This design comes from an exercise in tuning for small area, a short achievable clock period and few clock cycles on the open sky130 flow, not from production work.
The RTL was checked by simulation tests, not by an equivalence proof against the original design.
Power and IR drop assume default switching activity.

// mvm_top
module mvm_top (
	input  logic                   clk,
	input  logic                   rst,
	input  logic                   cmd_req,
	input  logic [17-1:0]  cmd,      
	input  logic                   res_ack,
	output logic                   cmd_ack,
	output logic                   res_req,
	output logic [23-1:0]  res       
);
Size in the first run: ~2900 cells after synthesis, about 46 I/O pins.
Settings: LEC_CHECK=0, ABC_CLOCK_PERIOD_IN_PS=1500, CAP_MARGIN=20, CORE_MARGIN=2, CORE_UTILIZATION=70, CTS_CLUSTER_DIAMETER=80, CTS_CLUSTER_SIZE=25, SETUP_SLACK_MARGIN=4.5, SLEW_MARGIN=20; clock period 7.0 ns.
run.sh (not shown) runs the stock make flow with config.mk's settings and CLKGATE_MAP_FILE= SYNTH_SCRIPT=/design/flow/synth_recipe.tcl, a recipe that flattens the netlist after the stock synthesis.
The starting point completed without violations.
Testbench counts at the start, summed over its fixed seeds: cycles 9,863.
Rerun with:
- CORE_UTILIZATION: 70 -> 75
- SETUP_SLACK_MARGIN: 4.5 -> 4.55
Result:
- wire length rose slightly
- synthesized area is unchanged
- core utilization rose by 5.6 points
- global-route usage rose by 2.6 points
Rerun with:
- CTS_CLUSTER_DIAMETER: 80 -> 90
- CTS_CLUSTER_SIZE: 25 -> 30
- SETUP_SLACK_MARGIN: 4.55 -> 4.5
=>
- power went down by 2.8%
- via count went down by 0.91%
- synthesized cell count stays the same
- routed wire length fell by 2.5%
Rerun with:
- CTS_CLUSTER_DIAMETER: 90 -> 80
- CTS_CLUSTER_SIZE: 30 -> 25
The changed run completed with no timing, DRC or antenna violations.
Critical path depth falls by 5.
Flip-flop and latch count does not change.
Clock skew barely changes.

---

mvm_top, a different RTL version from the one above (not shown whole).
For scale: ~1,000 flip-flops, roughly 46 I/O pins.
Settings: LEC_CHECK=0, ABC_CLOCK_PERIOD_IN_PS=1500, CAP_MARGIN=20, CORE_MARGIN=2, CORE_UTILIZATION=75, CTS_CLUSTER_DIAMETER=80, CTS_CLUSTER_SIZE=25, SETUP_SLACK_MARGIN=4.3, SLEW_MARGIN=20; clock period 7.0 ns.
Testbench counts at the start, summed over its fixed seeds: cycles 9,863.
==> next run, changes <==
- SETUP_SLACK_MARGIN: 4.3 -> 4.4
The new run ran to the end with no violations.
Power barely changes.
Sequential cell count stays the same.
Setup slack gains 0.015 ns.
Global-route usage rises by 0.75 points.
Routed wire length came out higher slightly.
Via count is about the same.
Die area is unchanged.
Area after synthesis is unchanged.
Cell area is about the same.
Sequential power increases by a few percent.
Critical path depth goes down by 5.

---

Setup of the reference run:
RTL: one of the versions met above, not the one the previous note started from.
For scale: about 2,900 cells after synthesis, ~1,000 flip-flops.
## mvm_top
module mvm_top (
	input  logic                   clk,
	input  logic                   rst,
	input  logic                   cmd_req,
	input  logic [17-1:0]  cmd,      
	input  logic                   res_ack,
	output logic                   cmd_ack,
	output logic                   res_req,
	output logic [23-1:0]  res       
);
	logic [8-1:0]     mat_we;
	logic                      vec_we;
	logic [8-1:0]     wr_col;
	logic [8-1:0]    wr_data;
	logic                      start;
	logic [3:0]                start_n;
	logic                      f_v;
	logic [2:0]                f_row;
	logic                      f_half;
	logic [15:0]               f_sel;
	logic [8-1:0]     mrow_ok;
	logic                      flush;
	logic                      commit;
	logic                      load;
	logic                      op_v;
	logic                      op_h;
	logic [4*8-1:0]  op_mat;
	logic [4*13-1:0]           op_vec;
	logic                      a_v;
	logic                      a_h;
	logic [2:0]                c_row;
	logic [20-1:0]     a_sum;
	logic                      o_free;
	seq_ctrl u_seq_ctrl (
		.clk     (clk),
		.rst     (rst),
		.cmd_req (cmd_req),
		.cmd     (cmd),
		.a_v     (a_v),
		.a_h     (a_h),
		.o_free  (o_free),
		.cmd_ack (cmd_ack),
		.mat_we  (mat_we),
		.vec_we  (vec_we),
		.wr_col  (wr_col),
		.wr_data (wr_data),
		.start   (start),
		.start_n (start_n),
		.f_v     (f_v),
		.f_row   (f_row),
		.f_half  (f_half),
  ...
==> flow/config.mk <==
export PLATFORM = sky130hd
export DESIGN_NAME = mvm_top
export DESIGN_NICKNAME = mvm_top
export VERILOG_FILES = /design/flow/design.v
export SDC_FILE = /design/flow/constraint.sdc
export NUM_CORES = 4
export LEC_CHECK = 0
export ABC_CLOCK_PERIOD_IN_PS = 1500
export CAP_MARGIN = 20
export CORE_MARGIN = 2
export CORE_UTILIZATION = 75
export CTS_CLUSTER_DIAMETER = 80
export CTS_CLUSTER_SIZE = 25
export SETUP_SLACK_MARGIN = 4.4
export SLEW_MARGIN = 20
==> flow/constraint.sdc <==
create_clock -name core_clock -period 7.0 [get_ports {clk}]
set_input_delay 1.4000 -clock core_clock [delete_from_list [all_inputs] [get_ports {clk}]]
set_output_delay 1.4000 -clock core_clock [all_outputs]
set_load 0.01 [all_outputs]
Testbench counts of the reference run, summed over its fixed seeds: cycles 9,863.
Relative to the reference run, the following input files were edited for the trial run:
Settings: changing SETUP_SLACK_MARGIN from 4.4 to 4.5; changing CORE_UTILIZATION from 75 to 80.
==> notes.md <==
A path type of the worst setup path of flip-flop to output pin is what the trial run shows, while flip-flop to flip-flop belongs to the reference run.
The trial run vs the reference run — sequential share of layout area dropped 0.26 points.
Routability-driven placement congestion ratio: the trial run higher than the reference run
Compare the trial run and the reference run | global-route usage lower: the reference run
The destination of the critical timing path comes out u_result_buffer.res[16] in one run and res[20] in the other, namely in the reference run and the trial run respectively.

afterwards: timing with drivers on the ports:
Ports are ideal in the flow. The routed layouts listed here were re-timed in OpenROAD. Step 1 assumes that a clkbuf_16 drives the clock port and a buf_2 every other input. Step 2, shift: input delay + t, output delay - t, t = (earliest + latest rising clock arrival at the registers) / 2. This alone moves slack from input paths to output paths. Slacks: no drivers / after step 1 / after step 2; pairs: no drivers / after step 1.
run	shift t [ns]	setup slack, ns	worst hold slack (ns)
the first run of note 1	0.686	4.376 / 4.313 / 4.106	0.337 / 0.337 / 0.337
the second run of note 1	0.700	4.329 / 4.323 / 3.950	0.341 / 0.341 / 0.341
the third run of note 1	0.669	4.381 / 4.362 / 3.952	0.337 / 0.337 / 0.337
the fourth run of note 1	0.703	4.393 / 4.332 / 3.893	0.335 / 0.335 / 0.335
the first run of note 2	0.690	4.338 / 4.277 / 3.953	0.340 / 0.340 / 0.340
the second run of note 2	0.702	4.353 / 4.289 / 3.757	0.336 / 0.336 / 0.336
the reference run	0.692	4.343 / 4.343 / 4.037	0.336 / 0.336 / 0.336
the trial run	0.703	4.371 / 4.306 / 3.911	0.335 / 0.335 / 0.335
After both steps every run listed still meets setup and hold. The setup slack of the second run of note 2, which loses most, moves by -0.064 ns with the drivers and by -0.596 ns with both steps.
